This design comes from an exercise in tuning for small area, a short achievable clock period and few clock cycles per item on the open sky130 flow, not from production work. In this exercise RTL edits were held to simulation tests only and were not proved equivalent to the original. Power and IR drop assume default switching activity.

**run.sh**
```bash
#!/bin/bash
# synth_recipe.tcl (not shown) runs the flow's synth.tcl, then flattens the netlist and writes it again
# the make line also repeats each setting of config.mk as NAME=value (left out here)
make -C /OpenROAD-flow-scripts/flow DESIGN_CONFIG=/design/flow/config.mk WORK_HOME=/design/flow/orfs CLKGATE_MAP_FILE= SYNTH_SCRIPT=/design/flow/synth_recipe.tcl finish
```
**config.mk**
```make
export PLATFORM = sky130hd
export DESIGN_NAME = instr_fetch_unit
export DESIGN_NICKNAME = instr_fetch_unit
export VERILOG_FILES = /design/flow/design.v
export SDC_FILE = /design/flow/constraint.sdc
export NUM_CORES = 4
export LEC_CHECK = 0
export ABC_CLOCK_PERIOD_IN_PS = 2500
export CAP_MARGIN = 20
export CORE_MARGIN = 2
export CORE_UTILIZATION = 55
export CTS_BUF_LIST = sky130_fd_sc_hd__clkbuf_16
export CTS_CLUSTER_DIAMETER = 80
export CTS_CLUSTER_SIZE = 20
export SETUP_SLACK_MARGIN = 3.0
export SLEW_MARGIN = 20
export SYNTH_HIERARCHICAL = 1
```
**constraint.sdc**
```tcl
create_clock -name core_clock -period 5.5 [get_ports {clk}]
set_input_delay 1.1000 -clock core_clock [delete_from_list [all_inputs] [get_ports {clk}]]
set_output_delay 1.1000 -clock core_clock [all_outputs]
set_load 0.01 [all_outputs]
```
**design.v**
```verilog
package instr_fetch_unit_pkg;
  localparam logic [5:0] OP_RTYPE = 6'd0;
  localparam logic [5:0] OP_J     = 6'd2;
  localparam logic [5:0] OP_BEQ   = 6'd4;
  localparam logic [5:0] OP_BNE   = 6'd5;
  localparam logic [5:0] OP_LW    = 6'd35;
  localparam logic [5:0] OP_SW    = 6'd43;
  localparam logic [31:0] HALT_WORD = 32'hFFFF_FFFF;
  typedef enum logic [2:0] {
    ST_IDLE  = 3'd0,
    ST_FETCH = 3'd1,
    ST_ISSUE = 3'd2,
    ST_WAIT  = 3'd3,
    ST_HALT  = 3'd4
  } fetch_state_t;
endpackage
module next_pc_logic
(
  input  logic [31:0] pc,
  input  logic [31:0] instrword,
  input  logic        aluzero,
  output logic [31:0] next_pc
);
  logic [31:0] pc4;
  logic [31:0] br_off;
  logic [5:0]  opcode;
  assign pc4    = pc + 32'd4;
  assign opcode = instrword[31:26];
  assign br_off = {{14{instrword[15]}}, instrword[15:0], 2'b00};
  always_comb begin
    next_pc = pc4;
    case (opcode)
      instr_fetch_unit_pkg::OP_BEQ:  if (aluzero)  next_pc = pc4 + br_off;
      instr_fetch_unit_pkg::OP_BNE:  if (!aluzero) next_pc = pc4 + br_off;
      instr_fetch_unit_pkg::OP_J:    next_pc = {pc4[31:28], instrword[25:0], 2'b00};
      default: next_pc = pc4;
    endcase
  end
endmodule
module instr_fetch_unit
#(
  parameter int          IMEM_DEPTH   = 128,
  parameter logic [31:0] RESET_PC     = 32'h0000_0000,
  parameter int          WAIT_TIMEOUT = 16
) (
  input  logic                  clk,
  input  logic                  rst,
  input  logic                  run,
  input  logic                  imem_we,
  input  logic [6:0]            imem_waddr,
  input  logic [31:0]           imem_wdata,
  output logic [31:0]           instrword,
  output logic                  newinstr,
  input  logic                  instrdone,
  input  logic                  aluzero,
  output logic [31:0]           pc,
  output logic                  halted,
  output logic                  fault
);
  localparam int NPART = 8;                  
  logic [31:0] imem   [128];
  logic [31:0] imem_d [128];
  logic        busy_q;             
  logic        rvalid_q;           
  logic        req_q;              
  logic [31:2] pc_q;
  logic [31:0] instrword_q;
  logic [31:0] fall_q;             
  logic [6:0]  raddr_q;            
  logic [15:0] rlo_q;              
  logic [15:0] rlo_d;
  logic [7:0]  rhi_q;              
  logic [31:0] part_q [NPART];
  logic        newinstr_q;
  logic        halted_q, fault_q;
  logic [4:0]  wait_cnt_q;
  logic        taken_oor_q;        
  logic        br_c10_q;           
  logic        br_b9_q;            
  logic        pc_oor_q;           
  logic        j_q, beq_q, bne_q, halt_q, fall_oor_q;
  logic        first_q;            
  logic [6:0]  f_addr_q;           
  logic [15:0] f_oh_q;             
  logic        pc_load;
  logic [31:2] pc_next, pc_o_q, pc_o_d;
  logic [1:0]   wsel [128];
  logic [1:0]   whold [128];
  for (genvar b = 0; b < 8; b++) begin : g_wblk
    logic [3:0] row, col;
    ifu_wpre #(.BLK(b)) u_pre (
      .we   (imem_we),
      .a    (imem_waddr),
      .row  (row),
      .col  (col)
    );
    for (genvar w = 0; w < 16; w++) begin : g_wdec
      for (genvar h = 0; h < 2; h++) begin : g_half
        ifu_wdec u_wdec (
          .hi   (row[w / 4]),
          .lo   (col[w % 4]),
          .sel  (wsel[16*b + w][h]),
          .hold (whold[16*b + w][h])
        );
      end
    end
  end
  for (genvar w = 0; w < 128; w++) begin : g_word
    for (genvar c = 0; c < 8; c++) begin : g_slice
      ifu_mem_slice u_slice (
        .q    (imem[w][4*c+3:4*c]),
        .hold (whold[w][c / 4]),
        .wd   (imem_wdata[4*c+3:4*c]),
        .we   (wsel[w][c / 4]),
        .d    (imem_d[w][4*c+3:4*c])
      );
    end
  end
  always_ff @(posedge clk) begin
    for (int w = 0; w < 128; w++) imem[w] <= imem_d[w];
  end
  logic [15:0]  gsel [NPART];
  logic [127:0] rsel;
  for (genvar p = 0; p < NPART; p++) begin : g_sel
    ifu_selreg u_sel (
      .clk (clk),
      .d   (rlo_d),
      .q   (gsel[p])
    );
  end
  always_comb begin
    for (int w = 0; w < 128; w++) rsel[w] = gsel[w / 16][w % 16];
  end
  logic [31:0] grp_n [NPART][6];
  for (genvar p = 0; p < NPART; p++) begin : g_part
    for (genvar k = 0; k < 6; k++) begin : g_sl
      localparam int W0 = 16*p + ((k < 4) ? 3*k : 12 + 2*(k-4));
      for (genvar c = 0; c < 8; c++) begin : g_slice
        if (k < 4) begin : g_3
          ifu_rd3 u_rd (
            .s   (rsel[W0+2:W0]),
            .d0  (imem[W0][4*c+3:4*c]),
            .d1  (imem[W0+1][4*c+3:4*c]),
            .d2  (imem[W0+2][4*c+3:4*c]),
            .y_n (grp_n[p][k][4*c+3:4*c])
          );
        end else begin : g_2
          ifu_rd2 u_rd (
            .s   (rsel[W0+1:W0]),
            .d0  (imem[W0][4*c+3:4*c]),
            .d1  (imem[W0+1][4*c+3:4*c]),
            .y_n (grp_n[p][k][4*c+3:4*c])
          );
        end
      end
    end
  end
  always_ff @(posedge clk) begin
    for (int p = 0; p < NPART; p++)
      part_q[p] <= ~(grp_n[p][0] & grp_n[p][1] & grp_n[p][2] &
                     grp_n[p][3] & grp_n[p][4] & grp_n[p][5]);
  end
  logic [31:0] rdata;
  always_comb begin
    rdata = '0;
    for (int p = 0; p < NPART; p++) rdata = rdata | (part_q[p] & {32{rhi_q[p]}});
  end
  logic [5:0]  opcode;
  logic        is_j, is_beq, is_bne, is_halt;
  assign opcode  = instrword_q[31:26];
  assign is_j    = (opcode == instr_fetch_unit_pkg::OP_J);
  assign is_beq  = (opcode == instr_fetch_unit_pkg::OP_BEQ);
  assign is_bne  = (opcode == instr_fetch_unit_pkg::OP_BNE);
  assign is_halt = (instrword_q == instr_fetch_unit_pkg::HALT_WORD);
  logic [31:2] pc4;
  logic [6:0]  tgt_addr;
  assign pc4 = {22'd0, {1'b0, pc_q[8:2]} + 8'd1};
  logic [8:0]  br_lo;
  logic [7:0]  off_hi;
  logic        br_up_zero;
  assign br_lo  = {1'b0, pc4[9:2]} + {1'b0, instrword_q[7:0]};
  assign off_hi = instrword_q[15:8];
  assign br_up_zero = br_lo[8] ? (off_hi == 8'hFF) : (off_hi == 8'h00);
  assign tgt_addr = is_j ? instrword_q[6:0] : raddr_q + instrword_q[6:0];
  logic [7:0]  br_hi8;
  logic        br_co;
  logic [13:0] br_up14;
  logic [31:9] taken_hi;
  assign br_hi8   = off_hi + 8'(br_c10_q);
  assign br_co    = br_c10_q & (&off_hi);
  assign br_up14  = off_hi[7] ? (br_co ? 14'd0 : '1) : (br_co ? 14'd1 : 14'd0);
  assign taken_hi = j_q ? {4'd0, instrword_q[25:7]} : {br_up14, br_hi8, br_b9_q};
  logic done;
  assign done = instrdone && !newinstr_q;
  logic taken;
  assign taken = j_q | (beq_q & aluzero) | (bne_q & ~aluzero);
  logic next_oor;
  assign next_oor = taken ? taken_oor_q : fall_oor_q;
  logic first;
  assign first = first_q;
  function automatic logic [15:0] dec16(logic [3:0] a);
    dec16 = '0;
    dec16[a] = 1'b1;
  endfunction
  function automatic logic [15:0] rotl16(logic [15:0] v, logic [3:0] n);
    logic [31:0] vv;
    vv = {v, v} << n;
    rotl16 = vv[31:16];
  endfunction
  logic [15:0] rlo_inc, rlo_tgt, rlo_f1, rlo_f2;
  assign rlo_inc = {rlo_q[14:0], rlo_q[15]};
  assign rlo_tgt = is_j ? dec16(instrword_q[3:0]) : rotl16(rlo_q, instrword_q[3:0]);
  assign rlo_f1  = f_oh_q;
  assign rlo_f2  = {f_oh_q[14:0], f_oh_q[15]};
  logic [6:0] raddr_d;
  always_comb begin
    raddr_d = raddr_q;
    if (rst) begin
      raddr_d = RESET_PC[8:2];
    end else if (!halted_q) begin
      if (!busy_q) begin
        if (!pc_oor_q && (run || req_q) && rvalid_q) raddr_d = raddr_q + 7'd1;
      end else if (wait_cnt_q == 5'd0) begin
        raddr_d = tgt_addr;
      end else if (instrdone && !halt_q) begin
        if (run && !next_oor && !(taken && first))
          raddr_d = taken ? raddr_q + 7'd1 : f_addr_q + 7'd1;
        else
          raddr_d = taken ? raddr_q : f_addr_q;
      end
    end
  end
  always_comb begin
    rlo_d = rlo_q;
    if (rst) begin
      rlo_d = dec16(RESET_PC[5:2]);
    end else if (!halted_q) begin
      if (!busy_q) begin
        if (!pc_oor_q && (run || req_q) && rvalid_q) rlo_d = rlo_inc;
      end else if (wait_cnt_q == 5'd0) begin
        rlo_d = rlo_tgt;
      end else if (instrdone && !halt_q) begin
        if (run && !next_oor && !(taken && first))
          rlo_d = taken ? rlo_inc : rlo_f2;
        else
          rlo_d = taken ? rlo_q : rlo_f1;
      end
    end
  end
  always_ff @(posedge clk) begin
    raddr_q <= raddr_d;
    rlo_q   <= rlo_d;
    for (int i = 0; i < 8; i++) rhi_q[i] <= (raddr_q[6:4] == 3'(i));
  end
  always_ff @(posedge clk) begin
    if (rst) begin
      busy_q     <= 1'b0;
      rvalid_q   <= 1'b0;
      req_q      <= 1'b0;
      pc_q       <= RESET_PC[31:2];
      pc_oor_q   <= |RESET_PC[31:9];
      newinstr_q <= 1'b0;
      halted_q   <= 1'b0;
      fault_q    <= 1'b0;
      wait_cnt_q <= '0;
    end else begin
      newinstr_q <= 1'b0;
      if (!halted_q) begin
        if (!busy_q) begin
          rvalid_q <= 1'b1;
          req_q    <= req_q | run;
          if (pc_oor_q) begin
            halted_q <= 1'b1;
            fault_q  <= 1'b1;
          end else if ((run || req_q) && rvalid_q) begin
            busy_q      <= 1'b1;
            req_q       <= 1'b0;
            newinstr_q  <= 1'b1;
            wait_cnt_q  <= '0;
          end
        end else begin
          wait_cnt_q <= wait_cnt_q + 5'd1;
          first_q    <= (wait_cnt_q == 5'd0);
          if (wait_cnt_q == 5'd0) begin
            j_q         <= is_j;
            beq_q       <= is_beq;
            bne_q       <= is_bne;
            halt_q      <= is_halt;
            fall_oor_q  <= &pc_q[8:2];
            f_addr_q    <= raddr_q;
            f_oh_q      <= rlo_q;
            taken_oor_q <= is_j ? |instrword_q[25:7] : (br_lo[7] | ~br_up_zero);
            br_c10_q    <= br_lo[8];
            br_b9_q     <= br_lo[7];
          end
          if (first) fall_q <= rdata;
          if (done) begin
            if (halt_q) begin
              halted_q <= 1'b1;
            end else begin
              pc_q     <= pc_next;
              pc_oor_q <= next_oor;
              if (run && !next_oor && !(taken && first)) begin
                newinstr_q  <= 1'b1;
                wait_cnt_q  <= '0;
              end else begin
                busy_q   <= 1'b0;
                req_q    <= run;
                rvalid_q <= taken;
              end
            end
          end else if (wait_cnt_q[4]) begin
            halted_q <= 1'b1;
            fault_q  <= 1'b1;
          end
        end
      end
    end
  end
  logic        iw_load;
  logic [31:0] iw_next, iw_d;
  assign iw_load = !rst && !halted_q &&
                   (busy_q ? (done && !halt_q && run && !next_oor && !(taken && first))
                           : (!pc_oor_q && (run || req_q) && rvalid_q));
  assign iw_next = (!busy_q || taken || first) ? rdata : fall_q;
  ifu_hold #(.W(32)) u_iw_hold (
    .q  (instrword_q),
    .d  (iw_next),
    .en (iw_load),
    .y  (iw_d)
  );
  always_ff @(posedge clk) instrword_q <= iw_d;
  logic [31:0] iw_o_q, iw_o_d;
  ifu_hold #(.W(32)) u_iw_o_hold (
    .q  (iw_o_q),
    .d  (iw_next),
    .en (iw_load),
    .y  (iw_o_d)
  );
  always_ff @(posedge clk) iw_o_q <= iw_o_d;
  assign pc_load = !halted_q && busy_q && done && !halt_q;
  assign pc_next = taken ? {taken_hi, raddr_q} : {22'd0, fall_oor_q, f_addr_q};
  ifu_hold #(.W(30)) u_pc_o_hold (
    .q  (pc_o_q),
    .d  (pc_next),
    .en (pc_load),
    .y  (pc_o_d)
  );
  always_ff @(posedge clk) pc_o_q <= rst ? RESET_PC[31:2] : pc_o_d;
  logic set_halt, halted_o_q, halted_o_d;
  assign set_halt = !halted_q &&
                    (busy_q ? (done ? halt_q : wait_cnt_q[4]) : pc_oor_q);
  ifu_hold #(.W(1)) u_halted_o_hold (
    .q  (halted_o_q),
    .d  (1'b1),
    .en (set_halt),
    .y  (halted_o_d)
  );
  always_ff @(posedge clk) halted_o_q <= !rst && halted_o_d;
  assign instrword = iw_o_q;
  assign newinstr  = newinstr_q;
  assign pc        = {pc_o_q, 2'b00};
  assign halted    = halted_o_q;
  assign fault     = fault_q;
endmodule
module ifu_mem_slice (
  input  logic [3:0] q,
  input  logic       hold,
  input  logic [3:0] wd,
  input  logic       we,
  output logic [3:0] d
);
  assign d = (q & {4{hold}}) | (wd & {4{we}});
endmodule
module ifu_rd3 (
  input  logic [2:0] s,
  input  logic [3:0] d0,
  input  logic [3:0] d1,
  input  logic [3:0] d2,
  output logic [3:0] y_n
);
  assign y_n = ~((d0 & {4{s[0]}}) | (d1 & {4{s[1]}}) | (d2 & {4{s[2]}}));
endmodule
module ifu_rd2 (
  input  logic [1:0] s,
  input  logic [3:0] d0,
  input  logic [3:0] d1,
  output logic [3:0] y_n
);
  assign y_n = ~((d0 & {4{s[0]}}) | (d1 & {4{s[1]}}));
endmodule
module ifu_wdec (
  input  logic hi,
  input  logic lo,
  output logic sel,
  output logic hold
);
  assign sel  = hi & lo;
  assign hold = ~(hi & lo);
endmodule
module ifu_wpre #(
  parameter int BLK = 0
) (
  input  logic       we,
  input  logic [6:0] a,
  output logic [3:0] row,
  output logic [3:0] col
);
  always_comb begin
    for (int i = 0; i < 4; i++) begin
      row[i] = we && (a[6:4] == 3'(BLK)) && (a[3:2] == 2'(i));
      col[i] = (a[1:0] == 2'(i));
    end
  end
endmodule
module ifu_hold #(
  parameter int W = 32
) (
  input  logic [W-1:0] q,
  input  logic [W-1:0] d,
  input  logic         en,
  output logic [W-1:0] y
);
  assign y = en ? d : q;
endmodule
module ifu_selreg (
  input  logic        clk,
  input  logic [15:0] d,
  output logic [15:0] q
);
  always_ff @(posedge clk) q <= d;
endmodule
```
==> flow_metrics.py <==
metrics = {
    "status": {
        "status": "timing/DRC/antenna clean",
    },
    "cts": {
        "clk_latency_ns": 0.96,
        "clkTransAtPathRegs_ns": 0.09,
        "hold_buffers": 0,
        "cts_sinks": 4689,
        "cts-root-buf": "clkbuf_16",
        "clk_path_buf_depth": 4,
        "cts_made_buffers": 274,
        "ctsHtreeMaxLevel": 5,
        "cts_tree": "built",
    },
    "sta": {
        "grt_setup_unrepaired": "true",
        "drv_slew": 0,
        "setup-tns-final_ns": 0,
        "skew_ns": 0.0360,
        "hold_viol_final": 0,
        "max_freq_mhz": 376,
        "worst_slack_ns": 2.84,
        "max-slew-margin-rel_pct": 25.0,
        "worst_hold_slack_ns": 0.486,
        "finalSetupViolations": 0,
        "worst_slew_pin_slew_ns": 1.12,
        "fin_crit_sh_pct": 48.4,
        "finalCriticalPeriod_ns": 2.66,
    },
    "logic_synthesis": {
        "yosysWarnings": 25,
        "synth_most_common_cell": "dfxtp_1",
        "synth_enable_flop_cells": 64,
        "synth_area_um2": 159000,
        "ys_seq_elements": 4689,
        "synth_commonest_cells": "4625 x dfxtp_1, 4101 x a22o_1, 1024 x a222oi_1",
        "ys_types": 83,
        "synth.area.top_cells": "dfxtp_1 58%, a22o_1 23%, a222oi_1 6.4%",
        "syn_inst": 12481,
        "synthFlopType": "dfxtp_1",
        "synthArstFlopShare_pct": 0,
        "synth-seq-area-share_pct": 59.4,
        "synth_top_area_share_pct": 58.2,
        "yosysTopAreaCell": "dfxtp_1",
        "syn_area_per_cell_um2": 12.7,
    },
    "drt": {
        "drt_wl_total_mm": 600,
        "ant_nets": 0,
        "drt_iter0_markers": 22249,
        "vias": 128926,
        "wire_per_inst_um": 35.3,
        "drc": 0,
        "drt-pass1-iter-count": 12,
        "viasPerCell": 7.58,
    },
    "worst_hold_path": {
        "hold_class": "reg -> reg",
    },
    "worst_setup_path": {
        "path_cells": "buf_6",
        "crit_required_ns": 4.40,
        "critPathKind": "reg -> out",
        "critPathArrivalTime_ns": 1.56,
        "critPathCaptureType": "primary output",
        "critPathTopFamily": "flip-flops",
        "worst-path-buf-inv": 1,
        "crit_path_top_delay_cell": "dfxtp_4",
        "critPathMaxStageDelay_ns": 0.47,
        "critPathMaxFanout": 2,
        "cp-start-kind": "flop",
    },
    "final_layout": {
        "final_util_pct": 61.6,
        "area_growth_pct": 11.6,
        "nets": 13234,
        "multi_input_area_um2": 65400,
        "fillCellCount": 22698,
        "drive_above_1_share_pct": 11.3,
        "ff_latch_area_um2": 94800,
    },
    "place": {
        "dp_slack_ns": 1.04,
        "io_buffers": 109,
        "dp_hpwl_mm": 380,
        "globalplace.congestion": 0.967,
    },
    "floorplan": {
        "start_util_pct": 55.2,
        "rows": 197,
        "dieArea_um2": 293000,
        "core_um2": 288000,
        "ioPinCount": 112,
        "dieWidth_um": 542,
        "die_h_um": 542,
    },
    "pwr": {
        "power_mw": 76.2,
        "p_leak_nw": 66.0,
        "peakVddDrop_mv": 0.288,
        "powerDensity_nw_per_um2": 429,
    },
    "flow_run": {
        "cap_violations": 0,
    },
    "global_routing": {
        "grt_pass1_vias": 120494,
        "gr-total-overflow": 0,
        "antenna_found_initial": 45,
        "grt_pass1_wl_mm": 857,
        "grt_max_degree": 81,
        "grt_usage_pct": 38.9,
    },
}
==> routing by layer <==
layer	vias to the layer above	part of all wire, %	track usage [%]
met1	65348	40	54.4
met4	30	6.8	22.8
met2	7966	42	55.4
li1	54381	-	-
met5	-	0.030	0
met3	1201	11	8.06
==> through the flow <==
step	cells	area, um^2
detailed placement	16557	167000
CTS	16961	177000
global placement	16557	167000
global route	16998	177000
finish	17019	177000
floorplan	12482	159000
==> sequential cells by signal, indices dropped and copies added, names as in the netlist, 5 cells and up <==
name / cells
imem: 4096
part_q: 256
g_sel.u_sel.q: 128
fall_q: 32
instrword_q: 32
iw_o_q: 32
pc_o_q: 30
f_oh_q: 16
rlo_q: 16
rhi_q: 8
f_addr_q: 7
pc_q: 7
raddr_q: 7
wait_cnt_q: 5
==> Yosys stat by module, one instance, submodules excluded, a selection <==
module | copies in the design | area (um^2) | flip-flops and latches
instr_fetch_unit | 1 | 102000 | 4561
ifu_selreg | 8 | 320 | 16
ifu_rd3 | 256 | 40.0 | 0
ifu_mem_slice | 1024 | 35.0 | 0
ifu_rd2 | 128 | 30.0 | 0
ifu_wdec | 256 | 10.0 | 0
==> path summary, 6_finish.rpt <==
kind | endpoint | from | cells after the start | slack (ns)
worst max-delay path | instrword[25] | iw_o_q[25]$_DFF_P_ | 1 | 2.84
worst min-delay path | imem[123][12]$_DFF_P_ | imem[123][12]$_DFF_P_ | 1 | 0.49
worst max register to register | g_sel[7].u_sel.q[1]$_DFF_P_ | instrword_q[0]$_DFF_P_ | 8 | 2.88
worst min register to register | imem[123][12]$_DFF_P_ | imem[123][12]$_DFF_P_ | 1 | 0.49
==> kinds of logic after synthesis <==
| logic type | count (synthesis) | synth area share, % |
|---|---|---|
| adder cells (fa/ha/maj) | 24 | 0.194 |
| AO/OA/AOI/OAI | 5985 | 33.0 |
| other | 2 | 0.00472 |
| AND/OR/NAND/NOR | 1477 | 5.40 |
| flip-flops | 4689 | 59.4 |
| XOR/XNOR | 8 | 0.0441 |
| multiplexers | 172 | 1.53 |
| buffers and inverters | 124 | 0.397 |
==> where the power goes <==
part | leakage, nW | internal, mW | switching [mW] | total, mW
Clock | 3.66 | 9.25 | 11.3 | 20.6
Combinational | 23.8 | 5.29 | 8.28 | 13.6
Sequential | 38.5 | 38.1 | 3.93 | 42.0
Total | 66.0 | 52.6 | 23.5 | 76.2
==> what timing repair did <==
item                                   in CTS  in global routing
setup endpoints to repair                4415               1867
endpoints found under the hold margin       0                  0
pin swaps                                  41                 25
buffers inserted                           79                 29
gates cloned                                5                  0
gates resized for setup                   864                132
==> layout make-up <==
| cell class | instances | share of cell area, % |
|---|---|---|
| well taps | 3781 | 2.67 |
| multi-input cells | 7670 | 36.9 |
| flip-flops and latches | 4689 | 53.4 |
| inverters | 22 | 0.0494 |
| repair buffers | 508 | 2.84 |
| clock buffers | 281 | 3.96 |
| clock inverters | 39 | 0.162 |
| diodes | 29 | 0.0409 |
==> cells in the final DEF (no fill, tap or decap), types with 170 or more instances in the layout <==
cell / instances
a22o_1: 4099
clkbuf_16: 281
nand2_1: 242
dfxtp_1: 4539
buf_4: 329
nand3_1: 280
and4_1: 257
a222oi_1: 1024
a22oi_1: 638
and2_2: 170
Testbench counts, summed over its fixed seeds: cycles 48,511, items 12,000.

port drivers added, routing unchanged:
Ports are ideal in the flow. The routed layout listed here was re-timed in OpenROAD.
Step 1: set_driving_cell puts a clkbuf_16 on clk and a buf_2 on each other input, an assumption about the parent block.
Step 2 also shifts input and output timing later by t, the mid clock arrival at the registers, as if the neighbouring blocks saw the same clock.
Three values: ideal, step 1, step 2; two values: the first two.
t, ns: 1.066
setup WS [ns]: 2.837 / 2.712 / 2.010
worst hold slack (ns): 0.486 / 0.458 / 0.486
After both steps this run still meets setup and hold. The setup slack of this run moves by -0.125 ns with the drivers and by -0.827 ns with both steps.
